Background: an optimization exercise with open tools, aiming at small area, a short achievable clock period and few clock cycles per item. Do not read the settings as production practice. Function was checked by simulation only, so behaviour that the tests miss may differ from the original. No activity file was given, so power comes from the tool's default toggle rates.

--- flow/design.v ---
`default_nettype none
package pu_pkg;
    localparam int LOG_NUM_PE = 3;
    localparam int NUM_PE = 1 << LOG_NUM_PE;
    localparam int DATA_LEN = 16;
    localparam int BUS_STAGES_DEF = 2;
    localparam int NEIGH_STAGES_DEF = 1;
    localparam int WR_DEPTH_DEF = 4;
    localparam int RD_DEPTH_DEF = 4;
    typedef logic [DATA_LEN-1:0] pe_data_t;
    typedef logic [LOG_NUM_PE-1:0] pe_addr_t;
    typedef logic [NUM_PE-1:0] pe_mask_t;
endpackage
`default_nettype wire
`timescale 1ns/1ps
`default_nettype none
module shift_pipe #(
    parameter int WIDTH = 8,
    parameter int STAGES = 1
) (
    input  wire logic             clk,
    input  wire logic             rstn,
    input  wire logic [WIDTH-1:0] din,
    output logic      [WIDTH-1:0] dout
);
    generate
        if (STAGES == 0) begin : gen_bypass
            assign dout = din;
        end else begin : gen_stages
            logic [WIDTH-1:0] stage_q [STAGES];
            always_ff @(posedge clk or negedge rstn) begin
                if (!rstn) begin
                    for (int s = 0; s < STAGES; s++) begin
                        stage_q[s] <= '0;
                    end
                end else begin
                    stage_q[0] <= din;
                    for (int s = 1; s < STAGES; s++) begin
                        stage_q[s] <= stage_q[s-1];
                    end
                end
            end
            assign dout = stage_q[STAGES-1];
        end
    endgenerate
endmodule
`default_nettype wire
`timescale 1ns/1ps
`default_nettype none
module bus_slave (
    input  wire logic             clk,
    input  wire logic             rstn,
    input  wire logic             dest_valid,
    input  wire pu_pkg::pe_addr_t dest_addr,
    input  wire pu_pkg::pe_data_t dest_data,
    output logic                  fifo_full,
    output logic                  head_valid,
    output pu_pkg::pe_addr_t      head_addr,
    output pu_pkg::pe_data_t      head_data,
    input  wire pu_pkg::pe_mask_t shown,
    input  wire pu_pkg::pe_mask_t src_rq,
    output logic                  pop
);
    assign pop = (shown & src_rq) != '0;
    assign fifo_full = head_valid && !pop;
    always_ff @(posedge clk or negedge rstn) begin
        if (!rstn) begin
            head_valid <= 1'b0;
        end else if (!fifo_full) begin
            head_valid <= dest_valid;
        end
    end
    always_ff @(posedge clk) begin
        if (!fifo_full) begin
            head_addr <= dest_addr;
            head_data <= dest_data;
        end
    end
endmodule
`default_nettype wire
`timescale 1ns/1ps
`default_nettype none
module bus_choice (
    input  wire logic             clk,
    input  wire logic             rstn,
    input  wire pu_pkg::pe_mask_t req,
    input  wire logic             src_rq,
    output pu_pkg::pe_mask_t      grant,
    output logic                  src_valid
);
    localparam int NP = pu_pkg::NUM_PE;
    pu_pkg::pe_addr_t ptr;
    pu_pkg::pe_addr_t start;
    pu_pkg::pe_addr_t after_grant;
    always_comb begin
        after_grant = '0;
        for (int s = 0; s < NP; s++) begin
            if (grant[(s + NP - 1) % NP]) after_grant = after_grant | pu_pkg::pe_addr_t'(s);
        end
        start = src_valid ? after_grant : ptr;
    end
    pu_pkg::pe_mask_t upper;
    pu_pkg::pe_mask_t hi;
    pu_pkg::pe_mask_t first_hi;
    pu_pkg::pe_mask_t first_all;
    pu_pkg::pe_mask_t gnt;
    logic             below_hi;
    logic             below_all;
    logic             keep;
    always_comb begin
        for (int s = 0; s < NP; s++) begin
            upper[s] = (pu_pkg::pe_addr_t'(s) >= start);
        end
        hi = req & upper;
        below_hi = 1'b0;
        below_all = 1'b0;
        for (int s = 0; s < NP; s++) begin
            first_hi[s] = hi[s] && !below_hi;
            first_all[s] = req[s] && !below_all;
            below_hi = below_hi || hi[s];
            below_all = below_all || req[s];
        end
        gnt = below_hi ? first_hi : first_all;
        keep = src_valid && !src_rq;
    end
    always_ff @(posedge clk or negedge rstn) begin
        if (!rstn) begin
            ptr <= '0;
            src_valid <= 1'b0;
        end else begin
            ptr <= start;
            src_valid <= keep || below_all;
        end
    end
    always_ff @(posedge clk) begin
        if (!keep) begin
            grant <= gnt;
        end
    end
endmodule
module bus_mux (
    input  wire pu_pkg::pe_mask_t grant,
    input  wire logic [pu_pkg::NUM_PE*pu_pkg::DATA_LEN-1:0] head_data,
    output pu_pkg::pe_data_t      src_data
);
    always_comb begin
        src_data = '0;
        for (int s = 0; s < pu_pkg::NUM_PE; s++) begin
            src_data = src_data | ({pu_pkg::DATA_LEN{grant[s]}} & head_data[s*pu_pkg::DATA_LEN +: pu_pkg::DATA_LEN]);
        end
    end
endmodule
module bus_req (
    input  wire logic             head_valid,
    input  wire pu_pkg::pe_addr_t head_addr,
    input  wire logic             dest_valid,
    input  wire pu_pkg::pe_addr_t dest_addr,
    input  wire logic             granted,
    input  wire logic             pop,
    output pu_pkg::pe_mask_t      req
);
    logic             spec_free;
    logic             sel_valid;
    pu_pkg::pe_addr_t sel_addr;
    always_comb begin
        spec_free = !head_valid || granted;
        sel_valid = (!granted || pop) && (spec_free ? dest_valid : 1'b1);
        sel_addr = spec_free ? dest_addr : head_addr;
        for (int d = 0; d < pu_pkg::NUM_PE; d++) begin
            req[d] = sel_valid && (sel_addr == pu_pkg::pe_addr_t'(d));
        end
    end
endmodule
module bus_arbiter (
    input  wire logic             clk,
    input  wire logic             rstn,
    input  wire pu_pkg::pe_mask_t dest_valid,
    input  wire logic [pu_pkg::NUM_PE*pu_pkg::LOG_NUM_PE-1:0] dest_addr,
    input  wire logic [pu_pkg::NUM_PE*pu_pkg::DATA_LEN-1:0]   dest_data,
    output pu_pkg::pe_mask_t      fifo_full,
    input  wire pu_pkg::pe_mask_t src_rq,
    output pu_pkg::pe_mask_t      src_valid,
    output logic [pu_pkg::NUM_PE*pu_pkg::DATA_LEN-1:0] src_data
);
    localparam int NP = pu_pkg::NUM_PE;
    localparam int AW = pu_pkg::LOG_NUM_PE;
    localparam int DL = pu_pkg::DATA_LEN;
    pu_pkg::pe_mask_t head_valid;
    logic [NP*AW-1:0] head_addr;
    logic [NP*DL-1:0] head_data;
    pu_pkg::pe_mask_t pop;
    pu_pkg::pe_mask_t grant    [NP];
    pu_pkg::pe_mask_t shown_by [NP];
    pu_pkg::pe_mask_t req      [NP];
    generate
        for (genvar s = 0; s < NP; s++) begin : gen_src
            bus_slave src_inst (
                .clk        (clk),
                .rstn       (rstn),
                .dest_valid (dest_valid[s]),
                .dest_addr  (dest_addr[s*AW +: AW]),
                .dest_data  (dest_data[s*DL +: DL]),
                .fifo_full  (fifo_full[s]),
                .head_valid (head_valid[s]),
                .head_addr  (head_addr[s*AW +: AW]),
                .head_data  (head_data[s*DL +: DL]),
                .shown      (shown_by[s]),
                .src_rq     (src_rq),
                .pop        (pop[s])
            );
        end
        for (genvar d = 0; d < NP; d++) begin : gen_dst
            bus_choice choice_inst (
                .clk       (clk),
                .rstn      (rstn),
                .req       (req[d]),
                .src_rq    (src_rq[d]),
                .grant     (grant[d]),
                .src_valid (src_valid[d])
            );
            bus_mux mux_inst (
                .grant     (grant[d]),
                .head_data (head_data),
                .src_data  (src_data[d*DL +: DL])
            );
        end
    endgenerate
    pu_pkg::pe_mask_t granted;
    pu_pkg::pe_mask_t req_by [NP];
    always_comb begin
        granted = '0;
        for (int d = 0; d < NP; d++) begin
            for (int s = 0; s < NP; s++) begin
                shown_by[s][d] = grant[d][s];
                req[d][s] = req_by[s][d];
            end
            granted = granted | (grant[d] & {NP{src_valid[d]}});
        end
    end
    generate
        for (genvar s = 0; s < NP; s++) begin : gen_req
            bus_req req_inst (
                .head_valid (head_valid[s]),
                .head_addr  (head_addr[s*AW +: AW]),
                .dest_valid (dest_valid[s]),
                .dest_addr  (dest_addr[s*AW +: AW]),
                .granted    (granted[s]),
                .pop        (pop[s]),
                .req        (req_by[s])
            );
        end
    endgenerate
endmodule
`default_nettype wire
`timescale 1ns/1ps
`default_nettype none
module neigh_ring #(
    parameter int STAGES = 1
) (
    input  wire logic             clk,
    input  wire logic             rstn,
    input  wire logic [pu_pkg::NUM_PE*pu_pkg::DATA_LEN-1:0] neigh_in,
    input  wire pu_pkg::pe_mask_t neigh_in_v,
    output logic      [pu_pkg::NUM_PE*pu_pkg::DATA_LEN-1:0] neigh_out,
    output pu_pkg::pe_mask_t      neigh_out_v
);
    localparam int DL = pu_pkg::DATA_LEN;
    localparam int WIDTH = pu_pkg::NUM_PE * (DL + 1);
    logic [WIDTH-1:0] ring_in;
    logic [WIDTH-1:0] ring_out;
    generate
        for (genvar i = 0; i < pu_pkg::NUM_PE; i++) begin : gen_ring
            assign ring_in[pu_pkg::NUM_PE + i*DL +: DL] = neigh_in[i*DL +: DL];
            assign ring_in[i] = neigh_in_v[i];
            assign neigh_out[((i+1) % pu_pkg::NUM_PE)*DL +: DL] = ring_out[pu_pkg::NUM_PE + i*DL +: DL];
            assign neigh_out_v[(i+1) % pu_pkg::NUM_PE] = ring_out[i];
        end
    endgenerate
    shift_pipe #(
        .WIDTH  (WIDTH),
        .STAGES (STAGES)
    ) ring_pipe (
        .clk  (clk),
        .rstn (rstn),
        .din  (ring_in),
        .dout (ring_out)
    );
endmodule
`default_nettype wire
`timescale 1ns/1ps
`default_nettype none
module done_tracker (
    input  wire logic             clk,
    input  wire logic             rstn,
    input  wire logic             start,
    input  wire logic             eoc,
    input  wire pu_pkg::pe_mask_t pe_eol,
    input  wire pu_pkg::pe_mask_t pe_eoi,
    output logic                  inst_eol,
    output logic                  eoi_pu
);
    pu_pkg::pe_mask_t eol_flags;
    assign inst_eol = &eol_flags;
    always_ff @(posedge clk or negedge rstn) begin
        if (!rstn) begin
            eol_flags <= '0;
        end else if (start || eoc || inst_eol) begin
            eol_flags <= '0;
        end else begin
            eol_flags <= eol_flags | pe_eol;
        end
    end
    always_ff @(posedge clk or negedge rstn) begin
        if (!rstn) begin
            eoi_pu <= 1'b0;
        end else begin
            eoi_pu <= &pe_eoi;
        end
    end
endmodule
`default_nettype wire
`timescale 1ns/1ps
`default_nettype none
module pu_fabric #(
    parameter int BUS_STAGES = pu_pkg::BUS_STAGES_DEF,
    parameter int NEIGH_STAGES = pu_pkg::NEIGH_STAGES_DEF,
    parameter int WR_DEPTH = pu_pkg::WR_DEPTH_DEF,
    parameter int RD_DEPTH = pu_pkg::RD_DEPTH_DEF
) (
    input  wire logic             clk,
    input  wire logic             rstn,
    input  wire pu_pkg::pe_mask_t dest_valid,
    input  wire logic [pu_pkg::NUM_PE*pu_pkg::LOG_NUM_PE-1:0] dest_addr,
    input  wire logic [pu_pkg::NUM_PE*pu_pkg::DATA_LEN-1:0] dest_data,
    output pu_pkg::pe_mask_t      fifo_full,
    output pu_pkg::pe_mask_t      src_valid,
    output logic      [pu_pkg::NUM_PE*pu_pkg::DATA_LEN-1:0] src_data,
    input  wire pu_pkg::pe_mask_t src_rq,
    input  wire logic [pu_pkg::NUM_PE*pu_pkg::DATA_LEN-1:0] neigh_in,
    input  wire pu_pkg::pe_mask_t neigh_in_v,
    output logic      [pu_pkg::NUM_PE*pu_pkg::DATA_LEN-1:0] neigh_out,
    output pu_pkg::pe_mask_t      neigh_out_v,
    input  wire logic             start,
    input  wire logic             eoc,
    input  wire pu_pkg::pe_mask_t pe_eol,
    input  wire pu_pkg::pe_mask_t pe_eoi,
    output logic                  inst_eol,
    output logic                  eoi_pu
);
    bus_arbiter bus_xbar (
        .clk        (clk),
        .rstn       (rstn),
        .dest_valid (dest_valid),
        .dest_addr  (dest_addr),
        .dest_data  (dest_data),
        .fifo_full  (fifo_full),
        .src_rq     (src_rq),
        .src_valid  (src_valid),
        .src_data   (src_data)
    );
    neigh_ring #(
        .STAGES (NEIGH_STAGES)
    ) neigh_ring_inst (
        .clk         (clk),
        .rstn        (rstn),
        .neigh_in    (neigh_in),
        .neigh_in_v  (neigh_in_v),
        .neigh_out   (neigh_out),
        .neigh_out_v (neigh_out_v)
    );
    done_tracker done_tracker_inst (
        .clk      (clk),
        .rstn     (rstn),
        .start    (start),
        .eoc      (eoc),
        .pe_eol   (pe_eol),
        .pe_eoi   (pe_eoi),
        .inst_eol (inst_eol),
        .eoi_pu   (eoi_pu)
    );
endmodule
`default_nettype wire
--- flow/flow/run.sh ---
#!/bin/bash
set -o pipefail
cp standard.sh standard_copy.txt 2>/dev/null
echo "export BUFFER_PORTS_ARGS = -buffer_cell sky130_fd_sc_hd__buf_1" >> config.mk
bash standard.sh > standard.log 2>&1
--- flow/standard.sh ---
#!/bin/bash
# synth_recipe.tcl (not shown) runs the flow's synth.tcl, then flattens the netlist and writes it again
# the make line also repeats each setting of config.mk as NAME=value (left out here)
make -C /OpenROAD-flow-scripts/flow DESIGN_CONFIG=/design/flow/config.mk WORK_HOME=/design/flow/orfs CLKGATE_MAP_FILE= SYNTH_SCRIPT=/design/flow/synth_recipe.tcl "${@:-finish}"
--- flow/config.mk ---
export PLATFORM = sky130hd
export DESIGN_NAME = pu_fabric
export DESIGN_NICKNAME = pu_fabric
export VERILOG_FILES = /design/flow/design.v
export SDC_FILE = /design/flow/constraint.sdc
export NUM_CORES = 4
export LEC_CHECK = 0
export CAP_MARGIN = 20
export CORE_MARGIN = 2
export CORE_UTILIZATION = 40
export CTS_BUF_LIST = sky130_fd_sc_hd__clkbuf_8 sky130_fd_sc_hd__clkbuf_16
export CTS_CLUSTER_DIAMETER = 60
export CTS_CLUSTER_SIZE = 20
export PLACE_DENSITY = 0.45
export SETUP_SLACK_MARGIN = 3.05
export SLEW_MARGIN = 20
export SYNTH_HIERARCHICAL = 1
export BUFFER_PORTS_ARGS = -buffer_cell sky130_fd_sc_hd__buf_1
--- flow/constraint.sdc ---
create_clock -name core_clock -period 6.5 [get_ports {clk}]
set_input_delay 1.3000 -clock core_clock [delete_from_list [all_inputs] [get_ports {clk}]]
set_output_delay 1.3000 -clock core_clock [all_outputs]
set_load 0.01 [all_outputs]
==> results.toml, run 1 <==
[floorplanning]
die-area_um2 = 59800
dieWidth_um = 245
rows = 88
initial_core_util = 0.403
dieHeight_um = 245
pin_count = 606
coreArea_um2 = 57500

[logic_synthesis]
synth-edff-count = 216
ys_warn_count = 20
ys.flop_type = "edfxtp_1"
yosysSeqAreaShare = 0.480
yosysUniqueCellTypes = 53
synth.area.top_cells = "edfxtp_1, dfrtp_1, a22oi_1"
syn_area_per_cell_um2 = 11.6
yosysTopAreaCell = "edfxtp_1"
synthesis.nets = 2327
synthTopCellsByCount = "a22oi_1, edfxtp_1, dfrtp_1"
ys_seq_elements = 401
yosysMostFrequentCell = "a22oi_1"
yosys.area.top_type_share = 0.280
netlist_area_um2 = 23200
async_flop_share = 0.461
synthCells = 2003

[drt]
drc = 0
routed_wl_um = 115000
wl_met1_um = 43100
routed-wl-met2_um = 55000
via_count = 23000
ant_nets = 0
wl_met3_um = 9760
top_layer = "met5"
routedWlPerCell_um = 33.5
firstDrtPassIters = 8
drt_iter0_markers = 2889
via_per_inst = 6.67

[global_routing]
antenna_found_initial = 4
grt_max_degree = 105
grt_pass1_vias = 22200
track_usage = 0.373
grt_pass1_wl_um = 162000
overflow = 0

[pwr]
power_density_nw_per_um2 = 650
p_leak_nw = 9.72
switchingPower_mw = 9.68
ir_worst_vdd_v = 0.000388
p_int_mw = 8.48
combinationalPowerShare = 0.582
clkPwrFrac = 0.131
power_frac_seq = 0.286
swShare = 0.533

[place]
gp_congestion = 1.00
dp_hpwl_um = 84500
io_buffers = 605
place_ws_ns = 2.06

[cts]
cts_num_sinks = 401
clk_pin_slew_ns = 0.08
root_buffer = "clkbuf_16"
cts_hold_buf = 0
tritoncts = "built"
clkLatencyLatePin_ns = 0.61
h-tree-depth = 2
cts_made_buffers = 38
clk_path_buf_depth = 3

[sta]
maxSlewViolCount = 0
max_freq_ghz = 0.286
rsz0062_at_grt = "yes"
finClkSkew_ns = 0.0401
finalHoldViolCount = 0
period_needed_ns = 3.49
min_period_over_period = 0.537
setup_slack_ns = 3.01
maxSlewHeadroom = 0.272
worst_pin_slew_ns = 1.09
fin_setup_tns_ns = 0
timing.final.setup_violations = 0

[critical_path]
end_kind = "primary output"
worst_ep_arrival_time_ns = 2.19
required_ns = 5.20
crit_path_start = "src_rq[5]"
crit_fanout = 5
r2r_start = "bus_xbar.gen_dst[4].choice_inst.grant[0]"
critPathLaunchType = "input port"
crit_type = "in2out"

[worst_hold_path]
hp-start = "done_tracker_inst.eol_flags[0]"
hold_path_class = "reg2reg"

[final_layout]
layout-drive-gt1-share = 0.177
antenna_cells = 0
final_nets = 2969
syn2layout_area_growth_pct = 20.6

[outcome]
status = "complete, no violations"

[job]
drv_cap = 0
path summary, 6_finish.rpt:
path / to / slack, ns / cells after the start
worst max register to register: bus_xbar.gen_dst[5].choice_inst.grant[5] / 3.06 / 11
max in group asynchronous: bus_xbar.gen_dst[0].choice_inst.src_valid / 4.51 / 2
worst min register to register: done_tracker_inst.eol_flags[0] / 0.56 / 2
worst min-delay path: done_tracker_inst.eol_flags[0] / 0.56 / 2
worst max-delay path: fifo_full[0] / 3.01 / 6
min in group asynchronous: asynchronous set/reset pin / 0.63 / 1
per-stage QoR:
stage                      util  area [µm²]  power [mW]  hold slack (ns)  std cells
after global placement    0.437       25100        14.2            0.546       3270
final                     0.486       27900        18.2            0.561       3439
after detailed placement  0.437       25100        14.3            0.551       3270
after CTS                 0.477       27400        17.3            0.567       3403
after global routing      0.486       27900        18.9            0.580       3439
after floorplan               -       23200        10.9            0.525       2003
metal layers:
metal,vias up,global-route usage
met4,4,0.196
met1,11400,0.457
met5,-,0.000817
met3,453,0.0780
li1,9589,-
met2,1524,0.619
power groups by stage:
stage	sequential, mW	combinational (mW)	clock (mW)
floorplan	4.60	6.33	0
global placement	5.62	8.59	0
detailed placement	5.64	8.64	0
CTS	5.13	9.79	2.42
global route	5.24	11.1	2.52
finish	5.19	10.6	2.39
modules after synthesis (local to each module, per instance), excerpt:
module	times used	flip-flops and latches	area (µm²)
bus_arbiter	1	0	320
bus_choice	8	12	713
bus_mux	8	0	779
bus_req	8	0	204
bus_slave	8	20	679
done_tracker	1	9	432
cell families (layout without fill, tap and decap cells):
| group | Yosys count | after routing | synth area share |
|---|---|---|---|
| DFF | 401 | 401 | 0.480 |
| AOI/OAI and AO/OA | 824 | 824 | 0.281 |
| buffers and inverters | 203 | 874 | 0.0791 |
| and+or+nand+nor | 575 | 575 | 0.160 |
cell type report:
cell class              count  area, µm²
well taps                 765        957
flip-flops and latches    401      11100
multi-input cells        1399      10600
fillers                  5349      29500
clock buffers              39        976
repair buffers            749       3690
inverters                  56        210
clock inverters            30        337
flip-flops by register name, indices dropped and copies added (netlist names):
name                                          flops
bus_xbar.gen_dst.choice_inst.grant               64
bus_xbar.gen_dst.choice_inst.ptr                 24
bus_xbar.gen_dst.choice_inst.src_valid            8
bus_xbar.gen_src.src_inst.head_addr              24
bus_xbar.gen_src.src_inst.head_data             128
bus_xbar.gen_src.src_inst.head_valid              8
done_tracker_inst.eoi_pu                          1
done_tracker_inst.eol_flags                       8
neigh_ring_inst.ring_pipe.gen_stages.stage_q    136
placed cells by master (no fill, tap or decap), types with 17 or more instances in the layout:
cell and count:
a21oi_1 32, a22oi_1 516, a22oi_2 60, a31oi_1 26
buf_1 587, buf_4 117, buf_6 21, clkbuf_16 41
dfrtp_1 177, edfxtp_1 216, inv_1 43, nand2_1 24
nand4_1 146, nor2_1 123, nor2_2 17, nor3_1 34
timing repair:
action | in CTS | in global routing
setup buffers | 64 | 34
resized for setup | 84 | 52
cloned | 0 | 2
pin swaps | 24 | 34
endpoints found under the setup margin | 188 | 74
worst max-delay path, cell delays in order:
cell and delay, ns:
buf_12 0.12, a22oi_2 0.21, nand4_4 0.14, buf_6 0.16, nor2_4 0.13, buf_6 0.12
Testbench counts, summed over its fixed seeds: cycles 887, words 4,096.
==> run 2, diff against run 1 <==
--- a/flow/design.v
+++ b/flow/design.v
@@ -80,6 +80,25 @@
 `default_nettype wire
 `timescale 1ns/1ps
 `default_nettype none
+module bus_order (
+    input  wire pu_pkg::pe_mask_t grant,
+    input  wire logic             src_valid,
+    input  wire pu_pkg::pe_addr_t ptr,
+    output pu_pkg::pe_addr_t      start,
+    output pu_pkg::pe_mask_t      upper
+);
+    pu_pkg::pe_addr_t after_grant;
+    always_comb begin
+        after_grant = '0;
+        for (int s = 0; s < pu_pkg::NUM_PE; s++) begin
+            if (grant[(s + pu_pkg::NUM_PE - 1) % pu_pkg::NUM_PE]) after_grant = after_grant | pu_pkg::pe_addr_t'(s);
+        end
+        start = src_valid ? after_grant : ptr;
+        for (int s = 0; s < pu_pkg::NUM_PE; s++) begin
+            upper[s] = (pu_pkg::pe_addr_t'(s) >= start);
+        end
+    end
+endmodule
 module bus_choice (
     input  wire logic             clk,
     input  wire logic             rstn,
@@ -91,15 +110,14 @@
     localparam int NP = pu_pkg::NUM_PE;
     pu_pkg::pe_addr_t ptr;
     pu_pkg::pe_addr_t start;
-    pu_pkg::pe_addr_t after_grant;
-    always_comb begin
-        after_grant = '0;
-        for (int s = 0; s < NP; s++) begin
-            if (grant[(s + NP - 1) % NP]) after_grant = after_grant | pu_pkg::pe_addr_t'(s);
-        end
-        start = src_valid ? after_grant : ptr;
-    end
     pu_pkg::pe_mask_t upper;
+    bus_order order_inst (
+        .grant     (grant),
+        .src_valid (src_valid),
+        .ptr       (ptr),
+        .start     (start),
+        .upper     (upper)
+    );
     pu_pkg::pe_mask_t hi;
     pu_pkg::pe_mask_t first_hi;
     pu_pkg::pe_mask_t first_all;
@@ -108,9 +126,6 @@
     logic             below_all;
     logic             keep;
     always_comb begin
-        for (int s = 0; s < NP; s++) begin
-            upper[s] = (pu_pkg::pe_addr_t'(s) >= start);
-        end
         hi = req & upper;
         below_hi = 1'b0;
         below_all = 1'b0;
--- a/flow/config.mk
+++ b/flow/config.mk
@@ -9,8 +9,8 @@
 export CORE_MARGIN = 2
 export CORE_UTILIZATION = 40
 export CTS_BUF_LIST = sky130_fd_sc_hd__clkbuf_8 sky130_fd_sc_hd__clkbuf_16
-export CTS_CLUSTER_DIAMETER = 60
-export CTS_CLUSTER_SIZE = 20
+export CTS_CLUSTER_DIAMETER = 80
+export CTS_CLUSTER_SIZE = 30
 export PLACE_DENSITY = 0.45
 export SETUP_SLACK_MARGIN = 3.05
 export SLEW_MARGIN = 20
==> run 2 against run 1 <==
Compared with the run above:
- sequential power hardly changed
- via count is 1.1% lower
- flip-flop and latch count unchanged
- maximum frequency hardly changed
- hold slack improved by 0.0062 ns
- cell area down 0.57%
- critical path depth down 2
- utilization is 0.56 points higher
- die area shrank 0.97%
- clock-buffer cell count is 9 lower
- largest power group unchanged
==> results.toml, run 2 <==
[critical_path]
required_ns = 5.20
critPathBufInv = 2
worstPathCellList = "buf_4, a22oi_1, nand4_1, buf_1"
max_stage_delay_ns = 0.48
rrSetupSlack_ns = 3.14
cp_slowest_cell = "edfxtp_1"
end_kind = "primary output"
crit_type = "reg2out"
critical_path.top_delay_family = "buffers and inverters"
crit_fanout = 16
worst_ep_arrival_time_ns = 2.19
critPathLaunchType = "flip-flop"

[cts]
tritoncts = "built"
clk_pin_slew_ns = 0.10
root_buffer = "clkbuf_16"
clk_path_buf_depth = 3
cts_num_sinks = 401
cts_made_buffers = 29
clkLatencyLatePin_ns = 0.63
h-tree-depth = 1

[global_routing]
grt_pass1_wl_um = 157000
grt_max_degree = 145
antenna_found_initial = 2
overflow = 0
track_usage = 0.360
grt_pass1_vias = 21900

[sta]
worst_pin_slew_ns = 1.10
maxSlewViolCount = 0
timing.final.setup_violations = 0
fin_setup_tns_ns = 0
fin_hold_ws_ns = 0.567
maxSlewHeadroom = 0.269
min_period_over_period = 0.537
finalHoldViolCount = 0
max_freq_ghz = 0.286
setup_slack_ns = 3.01
period_needed_ns = 3.49
rsz0062_at_grt = "yes"
finClkSkew_ns = 0.0323

[pwr]
p_leak_nw = 9.67
p_total_mw = 17.8
power_density_nw_per_um2 = 641
ir_worst_vdd_v = 0.000361

[place]
dp_hpwl_um = 80400
placed_area_um2 = 24700
io_buffers = 605
place_ws_ns = 2.16
gp_congestion = 1.05

[floorplanning]
dieHeight_um = 243
coreArea_um2 = 56500
die-area_um2 = 59300
initial_core_util = 0.406
rows = 87
pin_count = 606
dieWidth_um = 243

[drt]
ant_nets = 0
via_per_inst = 6.59
firstDrtPassIters = 7
drt_iter0_markers = 2705
routed_wl_um = 111000
drc = 0
routedWlPerCell_um = 32.4
via_count = 22700

[logic_synthesis]
synthTopCellsByCount = "a22oi_1, edfxtp_1, dfrtp_1"
yosys.area.top_type_share = 0.283
synth.area.top_cells = "edfxtp_1, dfrtp_1, a22oi_1"
yosysUniqueCellTypes = 43
ys.flop_type = "edfxtp_1"
ys_seq_elements = 401
synthesis.nets = 2327
yosysTopAreaCell = "edfxtp_1"
synthCells = 2003
syn_area_per_cell_um2 = 11.4
async_flop_share = 0.461
yosysMostFrequentCell = "a22oi_1"
ys_warn_count = 21
yosysSeqAreaShare = 0.485
synth-edff-count = 216
netlist_area_um2 = 22900

[final_layout]
syn2layout_area_growth_pct = 21.1
final_common_cell = "buf_1"
seq_area_um2 = 11100
fin_area_um2 = 27800
final_cell_mix = "buf_1, a22oi_1, edfxtp_1, dfrtp_1, nand4_1"
multi_input_comb_area_um2 = 10100
largest-register = "neigh_ring_inst.ring_pipe.gen_stages.stage_q"
top_regs = "neigh_ring_inst.ring_pipe.gen_stages.stage_q (136), bus_xbar.gen_src.src_inst.head_data (128), bus_xbar.gen_dst.choice_inst.grant (64)"
fill_cells = 5347
largest_reg_flops = 136
final_nets = 2989
layout-drive-gt1-share = 0.166

[job]
drv_cap = 0

[outcome]
status = "complete, no violations"

[worst_hold_path]
hold_path_class = "reg2reg"
==> run 2: modules after synthesis, one instance, submodules excluded, excerpt <==
module / flip-flops and latches / copies in the design / cells inside / cell area, µm²
bus_mux: 0 / 8 / 96 / 779
bus_slave: 20 / 8 / 29 / 679
bus_choice: 12 / 8 / 52 / 562
done_tracker: 9 / 1 / 35 / 432
bus_arbiter: 0 / 1 / 48 / 320
bus_req: 0 / 8 / 28 / 204
bus_order: 0 / 8 / 18 / 123
==> run 2: cells by family (layout without fill, tap and decap cells) <==
group,after synthesis,count (layout),synth area share
AO/OA/AOI/OAI,776,776,0.266
other,8,9,0.00131
buffers and inverters,219,904,0.0838
AND/OR/NAND/NOR,599,599,0.164
flip-flops,401,401,0.485
==> run 2: report_power, final <==
group,total (mW),internal [mW],switching (mW)
Sequential,5.20,3.65,1.54
Combinational,10.5,3.71,6.81
Clock,2.08,0.947,1.13
Total,17.8,8.31,9.49
==> run 2: tightest hold or removal path: cells and delay by family, from the launching register on <==
kind | cells | cell delay, ns
DFF | 1 | 0.35
AOI/OAI and AO/OA | 1 | 0.12
and+or+nand+nor | 1 | 0.05
==> run 2: path summary, 6_finish.rpt <==
kind                                                     startpoint                                   endpoint  depth (start not counted)
min in group asynchronous                                      rstn                 asynchronous set/reset pin                          1
hold / removal                       done_tracker_inst.eol_flags[1]             done_tracker_inst.eol_flags[1]                          2
setup / recovery           bus_xbar.gen_dst[0].choice_inst.grant[0]                                src_data[2]                          4
setup reg to reg           bus_xbar.gen_dst[6].choice_inst.grant[0]   bus_xbar.gen_dst[6].choice_inst.grant[0]                         12
hold reg to reg                      done_tracker_inst.eol_flags[1]             done_tracker_inst.eol_flags[1]                          2
max in group asynchronous                                      rstn  bus_xbar.gen_dst[4].choice_inst.src_valid                          2
==> run 2: final cells by class <==
cell class	count	area share
flip-flops and latches	401	0.401
multi-input cells	1383	0.364
repair buffers	786	0.153
well taps	756	0.0341
clock buffers	30	0.0270
clock inverters	24	0.0127
inverters	64	0.00865
diodes	1	0.0000901
==> run 2: routing by layer <==
| layer | vias up | GRT usage | part of all wire |
|---|---|---|---|
| met4 | 4 | 0.167 | 0.061 |
| met5 | - | 0 | 0.00018 |
| met1 | 11300 | 0.434 | 0.36 |
| met3 | 395 | 0.0803 | 0.095 |
| li1 | 9519 | - | - |
| met2 | 1510 | 0.613 | 0.49 |
==> run 2: what timing repair did <==
item / 4_1_cts / 5_1_grt
buffers inserted: 101 / 41
resized for setup: 56 / 49
hold buffers: 0 / 0
gates cloned: 0 / 6
setup endpoints to repair: 176 / 93
pin swaps: 26 / 22
==> run 2: through the flow <==
stage	utilization	std cells
2_1_floorplan	-	2003
3_3_place_gp	0.438	3242
3_5_place_dp	0.438	3242
4_1_cts	0.478	3397
5_1_grt	0.492	3444
6_report	0.492	3445
Testbench counts of run 2, summed over its fixed seeds: cycles 887, words 4,096.
==> run 3, diff against run 2 <==
--- a/flow/config.mk
+++ b/flow/config.mk
@@ -12,7 +12,7 @@
 export CTS_CLUSTER_DIAMETER = 80
 export CTS_CLUSTER_SIZE = 30
 export PLACE_DENSITY = 0.45
-export SETUP_SLACK_MARGIN = 3.05
+export SETUP_SLACK_MARGIN = 3.15
 export SLEW_MARGIN = 20
 export SYNTH_HIERARCHICAL = 1
 export BUFFER_PORTS_ARGS = -buffer_cell sky130_fd_sc_hd__buf_1
==> run 3 against run 2 <==
Compared with the run above:
- still clean
- area after synthesis did not move
- cell area rose by 2.3%
- die area did not move
- maximum frequency rose by 1.5%
- sequential power fell by 1%
- total power rose by 2.0%
- via count rose by 1.4%
- clock-buffer cell count did not move
- first-iteration DRC count rose by 11%
- critical endpoint unchanged
==> results.toml, run 3 <==
[logic_synthesis]
yosysUniqueCellTypes = 43
synth-edff-count = 216
synth-xor-area-share = 0
synth_fa_ha_area_frac = 0
synth.mux.area_fraction = 0
synth_top_family_by_area = "compound AO/OA/AOI/OAI gates"
yosysMostFrequentCell = "a22oi_1"
synth.area.top_cells = "edfxtp_1, dfrtp_1, a22oi_1"
synth-simple-area-share = 0.164
synthTopCellsByCount = "a22oi_1, edfxtp_1, dfrtp_1"
synthesis.nets = 2327
ys_warn_count = 21
netlist_area_um2 = 22900
synthCells = 2003
ys.flop_type = "edfxtp_1"
async_flop_share = 0.461
synth_compound_area_frac = 0.266
yosys.area.top_type_share = 0.283
ys_seq_elements = 401
syn_area_per_cell_um2 = 11.4
yosysTopAreaCell = "edfxtp_1"
yosysSeqAreaShare = 0.485

[drt]
via_per_inst = 6.61
drc = 0
firstDrtPassIters = 8
drt_iter0_markers = 3005
routed_wl_um = 112000
via_count = 23000
ant_nets = 0
routedWlPerCell_um = 32.2

[final_layout]
stdcell_count = 3479
seq_area_um2 = 11100
final_nets = 3023
fill_cells = 5274
largest_reg_flops = 136
multi_input_comb_area_um2 = 10400
fin_area_um2 = 28400
final_common_cell = "buf_1"
syn2layout_area_growth_pct = 23.9
top_regs = "neigh_ring_inst.ring_pipe.gen_stages.stage_q (136), bus_xbar.gen_src.src_inst.head_data (128), bus_xbar.gen_dst.choice_inst.grant (64)"
final_cell_mix = "buf_1, a22oi_1, edfxtp_1, dfrtp_1, nand4_1"
layout-drive-gt1-share = 0.198
largest-register = "neigh_ring_inst.ring_pipe.gen_stages.stage_q"

[place]
io_buffers = 605
placed_area_um2 = 24700
place_ws_ns = 2.16
dp.cells = 3242
dp_hpwl_um = 80400
gp_congestion = 1.05

[floorplanning]
initial_core_util = 0.406
dieWidth_um = 243
coreArea_um2 = 56500
die-area_um2 = 59300
rows = 87
dieHeight_um = 243
pin_count = 606

[critical_path]
end_kind = "primary output"
crit_type = "reg2out"
crit_fanout = 4
critPathLaunchType = "flip-flop"
max_stage_delay_ns = 0.54
cp_slowest_cell = "edfxtp_1"
r2r_start = "bus_xbar.gen_dst[0].choice_inst.grant[6]"
worst_ep_arrival_time_ns = 2.14
rrSetupSlack_ns = 3.24
r2r-end = "bus_xbar.gen_dst[6].choice_inst.grant[3]"
required_ns = 5.20
worstPathCellList = "buf_12, a22oi_2, nand4_1, buf_2"
reg2reg_depth = 12

[sta]
maxSlewViolCount = 0
worst_pin_slew_ns = 1.09
min_period_over_period = 0.529
rsz0062_at_grt = "yes"
finalHoldViolCount = 0
period_needed_ns = 3.44
max_freq_ghz = 0.291
fin_setup_tns_ns = 0
finClkSkew_ns = 0.0337
timing.final.setup_violations = 0
maxSlewHeadroom = 0.271
setup_slack_ns = 3.06

[global_routing]
antenna_found_initial = 0
grt_pass1_wl_um = 158000
track_usage = 0.363
grt_max_degree = 145
grt_pass1_vias = 22100
overflow = 0

[cts]
clk_path_buf_depth = 3
cts_made_buffers = 29
root_buffer = "clkbuf_16"
clk_pin_slew_ns = 0.10
h-tree-depth = 1
cts_num_sinks = 401
cts_hold_buf = 0
clkLatencyLatePin_ns = 0.63
tritoncts = "built"

[pwr]
ir_worst_vdd_v = 0.000369
p_leak_nw = 9.95
power_density_nw_per_um2 = 639
p_total_mw = 18.1

[worst_hold_path]
hp-start = "done_tracker_inst.eol_flags[1]"
whs_endpoint = "done_tracker_inst.eol_flags[1]"
hold_path_class = "reg2reg"
hold-path-cell-count = 2

[outcome]
status = "complete, no violations"

[job]
drv_cap = 0
-- run 3: changes by cell type in the layout (fill, tap and decap cells not counted), moves of 5 or more --
cell / previous run / this run
buf_1: 587 / 574
a22oi_1: 524 / 492
a31oi_1: 50 / 45
nor2_1: 136 / 130
buf_6: 21 / 34
nor2_2: 13 / 18
buf_4: 134 / 153
buf_2: 5 / 17
a22oi_2: 60 / 92
-- run 3: worst max-delay path: cells and delay by family, from the launching register on --
kind                   cells  cell delay, ns
AO/OA/AOI/OAI              1            0.14
flip-flops                 1            0.54
buffers and inverters      2            0.48
AND/OR/NAND/NOR            1            0.35
-- run 3: modules after synthesis, one instance, submodules excluded, excerpt --
module        times used  cells inside  flip-flops and latches  cell area [µm²]
bus_arbiter            1            48                       0              320
bus_mux                8            96                       0              779
bus_order              8            18                       0              123
done_tracker           1            35                       9              432
bus_req                8            28                       0              204
bus_choice             8            52                      12              562
bus_slave              8            29                      20              679
-- run 3: where the power goes --
| part | leakage (nW) | internal [mW] | total, mW | switching (mW) |
|---|---|---|---|---|
| Sequential | 4.39 | 3.65 | 5.15 | 1.50 |
| Clock | 0.530 | 0.947 | 2.08 | 1.14 |
| Combinational | 5.02 | 3.92 | 10.9 | 7.00 |
-- run 3: what timing repair did --
action | in CTS | in global routing
endpoints found under the setup margin | 177 | 102
gates cloned | 3 | 3
pin swaps | 44 | 55
buffers inserted | 119 | 57
resized for setup | 76 | 129
-- run 3: per-layer routing --
| metal | vias up | track usage | wire (µm) |
|---|---|---|---|
| li1 | 9579 | - | - |
| met1 | 11400 | 0.436 | 40400 |
| met2 | 1581 | 0.614 | 54500 |
| met3 | 441 | 0.0826 | 10100 |
| met4 | 0 | 0.176 | 7200 |
| met5 | - | 0 | 0 |
-- run 3: cell families (layout without fill, tap and decap cells) --
kind of cell | Yosys count | after routing
buf+inv | 219 | 938
simple gates | 599 | 599
other cells | 8 | 9
compound gates | 776 | 776
flops | 401 | 401
-- run 3: through the flow --
step	hold WS, ns	util
floorplan	0.525	-
global placement	0.547	0.438
detailed placement	0.551	0.438
CTS	0.572	0.484
global route	0.596	0.503
finish	0.568	0.503
-- run 3: worst max-delay path by stage --
stage                                               end                                     start  cells after the start  slack, ns
6_report                                    src_data[2]  bus_xbar.gen_dst[0].choice_inst.grant[4]                      4       3.06
5_1_grt                                    fifo_full[6]                                 src_rq[1]                      5       3.05
4_1_cts                                    fifo_full[2]                                 src_rq[7]                      5       3.03
3_3_place_gp   bus_xbar.gen_dst[2].choice_inst.grant[6]                                 src_rq[7]                      9       2.16
2_1_floorplan  bus_xbar.gen_dst[0].choice_inst.grant[7]                                 src_rq[0]                      8       3.32
3_5_place_dp   bus_xbar.gen_dst[0].choice_inst.grant[7]                                 src_rq[0]                      9       2.16
-- run 3: cell type report --
class | instances | share of cell area
clock inverter | 24 | 0.0124
multi-input combinational | 1383 | 0.366
inverter | 64 | 0.00846
timing repair buffer | 820 | 0.162
tap | 756 | 0.0333
sequential | 401 | 0.392
clock buffer | 30 | 0.0264
antenna | 1 | 0.0000881
==> run 4, diff against run 3 <==
--- a/flow/config.mk
+++ b/flow/config.mk
@@ -12,7 +12,7 @@
 export CTS_CLUSTER_DIAMETER = 80
 export CTS_CLUSTER_SIZE = 30
 export PLACE_DENSITY = 0.45
-export SETUP_SLACK_MARGIN = 3.15
+export SETUP_SLACK_MARGIN = 2.95
 export SLEW_MARGIN = 20
 export SYNTH_HIERARCHICAL = 1
 export BUFFER_PORTS_ARGS = -buffer_cell sky130_fd_sc_hd__buf_1
==> run 4 against run 3 <==
Compared with the run above:
- clock-buffer cell count stayed put
- utilization down 2.2 points
- largest cell class unchanged
- hold slack barely moved
- flip-flop and latch count did not move
- still clean
==> results.toml, run 4 <==
[floorplanning]
dieHeight_um = 243
rows = 87
pin_count = 606
dieWidth_um = 243
die-area_um2 = 59300
coreArea_um2 = 56500
initial_core_util = 0.406

[pwr]
switchingPower_mw = 9.40
combinationalPowerShare = 0.580
power_frac_seq = 0.300
p_total_mw = 17.4
swShare = 0.539
p_leak_nw = 9.38
clkPwrFrac = 0.119
p_int_mw = 8.05
power_density_nw_per_um2 = 643
ir_worst_vdd_v = 0.000321

[cts]
clkLatencyLatePin_ns = 0.63
tritoncts = "built"
clk_pin_slew_ns = 0.10
root_buffer = "clkbuf_16"
clk_path_buf_depth = 3
cts_num_sinks = 401
h-tree-depth = 1
cts_made_buffers = 29

[critical_path]
crit_fanout = 11
critPathLaunchType = "flip-flop"
end_kind = "primary output"
max_stage_delay_ns = 0.86
r2r_start = "bus_xbar.gen_dst[6].choice_inst.grant[3]"
worstPathCellList = "buf_6, a22oi_1, nand4_1, buf_1"
critPathBufInv = 2
rrSetupSlack_ns = 3.14
required_ns = 5.20
worst_ep_arrival_time_ns = 2.24
crit_type = "reg2out"
cp_slowest_cell = "edfxtp_1"
crit_path_start = "bus_xbar.gen_dst[3].choice_inst.grant[2]"
critical_path.top_delay_family = "flip-flops"

[final_layout]
largest_reg_flops = 136
layout-drive-gt1-share = 0.152
top_regs = "neigh_ring_inst.ring_pipe.gen_stages.stage_q (136), bus_xbar.gen_src.src_inst.head_data (128), bus_xbar.gen_dst.choice_inst.grant (64)"
final_common_cell = "buf_1"
largest-register = "neigh_ring_inst.ring_pipe.gen_stages.stage_q"
fill_cells = 5381
utilization = 0.480
syn2layout_area_growth_pct = 18.3
final_cell_mix = "buf_1, a22oi_1, edfxtp_1, dfrtp_1, nand4_1"
final_nets = 2954

[drt]
drt_iter0_markers = 2705
via_count = 22400
routed_wl_um = 111000
ant_nets = 0
firstDrtPassIters = 8
via_per_inst = 6.57
routedWlPerCell_um = 32.5
drc = 0

[sta]
fin_hold_ws_ns = 0.568
min_period_over_period = 0.544
rsz0062_at_grt = "no"
worst_pin_slew_ns = 1.06
period_needed_ns = 3.54
maxSlewViolCount = 0
setup_slack_ns = 2.96
timing.final.setup_violations = 0
maxSlewHeadroom = 0.295
max_freq_ghz = 0.283
finClkSkew_ns = 0.0340
finalHoldViolCount = 0
fin_setup_tns_ns = 0

[global_routing]
overflow = 0
antenna_found_initial = 0
grt_pass1_wl_um = 156000
grt_max_degree = 145
grt_pass1_vias = 21800
track_usage = 0.359

[logic_synthesis]
yosysTopAreaCell = "edfxtp_1"
ys_seq_elements = 401
syn_area_per_cell_um2 = 11.4
yosysMostFrequentCell = "a22oi_1"
yosysUniqueCellTypes = 43
synthCells = 2003
yosysSeqAreaShare = 0.485
netlist_area_um2 = 22900
ys.flop_type = "edfxtp_1"
synth-edff-count = 216
synthesis.nets = 2327
yosys.area.top_type_share = 0.283
ys_warn_count = 21
synth.area.top_cells = "edfxtp_1, dfrtp_1, a22oi_1"
async_flop_share = 0.461
synthTopCellsByCount = "a22oi_1, edfxtp_1, dfrtp_1"

[worst_hold_path]
hold_path_class = "reg2reg"
hp-start = "done_tracker_inst.eol_flags[1]"

[place]
io_buffers = 605
gp_congestion = 1.05
dp_hpwl_um = 80400
place_ws_ns = 2.16

[outcome]
status = "complete, no violations"

[job]
drv_cap = 0
-- run 4: cell counts after synthesis --
Identical to the previous run, type by type.
-- run 4: area by class of cell --
cell class	instances	area, µm²	share of cell area
sequential	401	11100	0.410
multi-input combinational	1383	10000	0.369
timing repair buffer	751	3690	0.136
tap	756	946	0.0349
clock buffer	30	751	0.0277
clock inverter	24	353	0.0130
inverter	64	240	0.00885
antenna	2	5.00	0.000184
-- run 4: kinds of logic after synthesis --
kind of cell | after synthesis | synth area share
compound gates | 776 | 0.266
buf+inv | 219 | 0.0838
flops | 401 | 0.485
other cells | 8 | 0.00131
simple gates | 599 | 0.164
-- run 4: worst paths after layout --
kind                                                             end  depth (start not counted)
max                                                     src_data[63]                          4
min                                   done_tracker_inst.eol_flags[1]                          2
max reg2reg                 bus_xbar.gen_dst[4].choice_inst.grant[7]                         10
min reg2reg                           done_tracker_inst.eol_flags[1]                          2
max in group asynchronous  bus_xbar.gen_dst[4].choice_inst.src_valid                          2
min in group asynchronous                 asynchronous set/reset pin                          1
-- run 4: repair_timing --
action                     4_1_cts  5_1_grt
buffers inserted                79       33
setup endpoints to repair      150       82
pin swaps                       18       16
hold buffers                     0        0
resized for setup               31       25
-- run 4: per-stage QoR --
step,instance area (µm²),instances
floorplan,22900,2003
detailed placement,24700,3242
CTS,26700,3375
global placement,24700,3242
global route,27100,3409
finish,27100,3411
-- run 4: modules after synthesis (local to each module, per instance), a selection --
module	area, µm²	flip-flops and latches	cells
bus_mux	779	0	96
bus_slave	679	20	29
bus_choice	562	12	52
done_tracker	432	9	35
bus_arbiter	320	0	48
bus_req	204	0	28
bus_order	123	0	18
-- run 4: per-layer routing --
layer	GRT usage	up-vias	wire, µm
li1	-	9440	-
met1	0.428	11100	39900
met2	0.607	1437	53800
met3	0.0870	392	10300
met4	0.177	0	6740
met5	0	-	0
-- run 4: worst min-delay path: cells and delay by family, from the launching register on --
| kind | cells | cell delay (ns) |
|---|---|---|
| AO/OA/AOI/OAI | 1 | 0.12 |
| AND/OR/NAND/NOR | 1 | 0.05 |
| flip-flops | 1 | 0.35 |
-- run 4: power groups by stage --
stage	Sequential [mW]	Combinational, mW	Clock (mW)
global placement	5.80	8.08	0
finish	5.24	10.1	2.08
detailed placement	5.82	8.14	0
global route	5.27	10.6	2.22
floorplan	4.60	6.16	0
CTS	5.29	9.36	2.12
==> run 5, diff against run 4 <==
--- a/flow/config.mk
+++ b/flow/config.mk
@@ -9,10 +9,10 @@
 export CORE_MARGIN = 2
 export CORE_UTILIZATION = 40
 export CTS_BUF_LIST = sky130_fd_sc_hd__clkbuf_8 sky130_fd_sc_hd__clkbuf_16
-export CTS_CLUSTER_DIAMETER = 80
-export CTS_CLUSTER_SIZE = 30
+export CTS_CLUSTER_DIAMETER = 60
+export CTS_CLUSTER_SIZE = 20
 export PLACE_DENSITY = 0.45
-export SETUP_SLACK_MARGIN = 2.95
+export SETUP_SLACK_MARGIN = 3.05
 export SLEW_MARGIN = 20
 export SYNTH_HIERARCHICAL = 1
 export BUFFER_PORTS_ARGS = -buffer_cell sky130_fd_sc_hd__buf_1
==> run 5 against run 4 <==
Compared with the run above:
- routed wire length grew 0.24%
- hold slack lost 0.0047 ns
- clock power grew about 20%
- largest cell class unchanged
- highest routed layer is now met5
==> results.toml, run 5 <==
[final_layout]
layout-drive-gt1-share = 0.162
largest-register = "neigh_ring_inst.ring_pipe.gen_stages.stage_q"
utilization = 0.489
final_common_cell = "buf_1"
fill_cells = 5323
final_nets = 2968
largest_reg_flops = 136
multi_input_comb_area_um2 = 10100
seq_area_um2 = 11100
syn2layout_area_growth_pct = 20.5
final_cell_mix = "buf_1, a22oi_1, edfxtp_1, dfrtp_1, nand4_1"
top_regs = "neigh_ring_inst.ring_pipe.gen_stages.stage_q (136), bus_xbar.gen_src.src_inst.head_data (128), bus_xbar.gen_dst.choice_inst.grant (64)"

[sta]
worst_pin_slew_ns = 1.10
max_freq_ghz = 0.290
timing.final.setup_violations = 0
finalHoldViolCount = 0
maxSlewViolCount = 0
period_needed_ns = 3.45
finClkSkew_ns = 0.0215
fin_setup_tns_ns = 0
maxSlewHeadroom = 0.268
setup_slack_ns = 3.05
min_period_over_period = 0.531
rsz0062_at_grt = "yes"

[drt]
firstDrtPassIters = 9
drc = 0
routedWlPerCell_um = 32.3
routed_wl_um = 111000
via_count = 22500
via_per_inst = 6.57
drt_iter0_markers = 2715
ant_nets = 0

[floorplanning]
dieWidth_um = 243
dieHeight_um = 243
rows = 87
initial_core_util = 0.406
pin_count = 606
coreArea_um2 = 56500
die-area_um2 = 59300

[critical_path]
critPathLaunchType = "flip-flop"
crit_type = "reg2out"
required_ns = 5.20
worst_ep_arrival_time_ns = 2.15
end_kind = "primary output"
crit_fanout = 16

[place]
gp_congestion = 1.05
place_ws_ns = 2.16
dp_hpwl_um = 80400
io_buffers = 605

[logic_synthesis]
async_flop_share = 0.461
yosysMostFrequentCell = "a22oi_1"
synthCells = 2003
yosys.area.top_type_share = 0.283
ys_warn_count = 21
synth.area.top_cells = "edfxtp_1, dfrtp_1, a22oi_1"
netlist_area_um2 = 22900
synthTopCellsByCount = "a22oi_1, edfxtp_1, dfrtp_1"
syn_area_per_cell_um2 = 11.4
synth-edff-count = 216
ys.flop_type = "edfxtp_1"
yosysUniqueCellTypes = 43
yosysTopAreaCell = "edfxtp_1"
yosysSeqAreaShare = 0.485
ys_seq_elements = 401
synthesis.nets = 2327

[global_routing]
grt_max_degree = 145
track_usage = 0.361
overflow = 0
grt_pass1_wl_um = 157000
grt_pass1_vias = 22000
antenna_found_initial = 2

[cts]
tritoncts = "built"
cts_num_sinks = 401
h-tree-depth = 2
clk_pin_slew_ns = 0.08
clkLatencyLatePin_ns = 0.58
cts_made_buffers = 40
clk_path_buf_depth = 3
root_buffer = "clkbuf_16"
cts_hold_buf = 0

[pwr]
switchingPower_mw = 9.47
combinationalPowerShare = 0.568
power_density_nw_per_um2 = 648
swShare = 0.528
p_total_mw = 17.9
clkPwrFrac = 0.140
p_leak_nw = 9.61
ir_worst_vdd_v = 0.000309
p_int_mw = 8.45
power_frac_seq = 0.293

[worst_hold_path]
hold_path_class = "reg2reg"

[outcome]
status = "complete, no violations"

[job]
drv_cap = 0
==> run 5: routing by layer <==
metal | vias to the layer above | track usage | share of wire | routed length [µm]
met4 | 4 | 0.183 | 0.059 | 6500
met5 | - | 0.00163 | 0.00016 | 18
met1 | 11200 | 0.429 | 0.36 | 39600
met2 | 1491 | 0.607 | 0.49 | 54200
met3 | 378 | 0.0912 | 0.096 | 10700
li1 | 9461 | - | - | -
==> run 5: worst max-delay path, stage by stage, from the launching register on <==
cell	delay (ns)
edfxtp_1	0.51
buf_4	0.26
a22oi_1	0.20
nand4_1	0.36
buf_1	0.24
==> run 5: final cells by class <==
type                       instances  share of cell area
inverter                          64             0.00869
sequential                       401               0.403
multi-input combinational       1383               0.366
clock buffer                      43              0.0385
tap                              756              0.0342
timing repair buffer             754               0.137
clock inverter                    29              0.0127
antenna                            1           0.0000906
==> run 5: cell families (layout without fill, tap and decap cells) <==
family / count (synthesis) / in the layout / share of synthesized area
other cells: 8 / 9 / 0.00131
buf+inv: 219 / 890 / 0.0838
compound gates: 776 / 776 / 0.266
flops: 401 / 401 / 0.485
simple gates: 599 / 599 / 0.164
==> run 5: metrics by stage <==
stage	hold WS (ns)	instances	cell area (µm²)
4_1_cts	0.567	3410	27300
6_report	0.564	3431	27600
3_3_place_gp	0.547	3242	24700
3_5_place_dp	0.551	3242	24700
5_1_grt	0.590	3430	27600
2_1_floorplan	0.525	2003	22900
==> run 5: repair_timing <==
| action | 4_1_cts | 5_1_grt |
|---|---|---|
| pin swaps | 25 | 21 |
| gates resized for setup | 52 | 32 |
| buffers inserted | 96 | 19 |
| gates cloned | 0 | 1 |
| endpoints found under the setup margin | 163 | 92 |
==> run 5: per-module statistics from Yosys, one instance, submodules excluded, excerpt <==
module / cells / copies in the design / flip-flops and latches / area, µm²
bus_mux: 96 / 8 / 0 / 779
bus_slave: 29 / 8 / 20 / 679
bus_choice: 52 / 8 / 12 / 562
done_tracker: 35 / 1 / 9 / 432
bus_arbiter: 48 / 1 / 0 / 320
bus_req: 28 / 8 / 0 / 204
bus_order: 18 / 8 / 0 / 123
==> run 5: worst paths after layout <==
path	depth (start not counted)	slack, ns	end	startpoint
worst max register to register	10	3.20	bus_xbar.gen_dst[6].choice_inst.grant[6]	bus_xbar.gen_dst[5].choice_inst.grant[6]
worst max-delay path	4	3.05	src_data[0]	bus_xbar.gen_dst[0].choice_inst.grant[3]
worst min register to register	2	0.56	done_tracker_inst.eol_flags[1]	done_tracker_inst.eol_flags[1]
max in group asynchronous	2	4.33	bus_xbar.gen_dst[4].choice_inst.src_valid	rstn
worst min-delay path	2	0.56	done_tracker_inst.eol_flags[1]	done_tracker_inst.eol_flags[1]
min in group asynchronous	1	0.76	asynchronous set/reset pin	rstn
==> run 5: power groups by stage <==
stage | clock network, mW | registers (mW) | logic, mW
5_1_grt | 2.64 | 5.28 | 10.7
3_3_place_gp | 0 | 5.80 | 8.08
3_5_place_dp | 0 | 5.82 | 8.14
6_report | 2.50 | 5.24 | 10.2
4_1_cts | 2.55 | 5.25 | 9.49
2_1_floorplan | 0 | 4.60 | 6.16

## static timing again, ports no longer ideal
Ports are ideal in the flow. The routed layouts listed here were re-timed in OpenROAD. Step 1: set_driving_cell puts a clkbuf_16 on clk and a buf_2 on each other input, an assumption about the parent block. Step 2, shift: input delay + t, output delay - t, t = (earliest + latest rising clock arrival at the registers) / 2. This alone moves slack from input paths to output paths. a / b / c = ideal / step 1 / step 2; a / b = the first two.
run	t (ns)	setup slack, ns	worst setup path at the end
run 1	0.662	3.007 / 2.912 / 2.417	input to register
run 2	0.682	3.009 / 2.937 / 2.448	input to register
run 3	0.678	3.060 / 2.961 / 2.467	input to register
run 4	0.683	2.963 / 2.896 / 2.466	input to register
run 5	0.626	3.051 / 2.948 / 2.478	input to register
After both steps setup and hold are still met in every run listed. For run 3, which loses most, drivers alone change the setup slack by -0.099 ns; drivers and shift together by -0.593 ns.
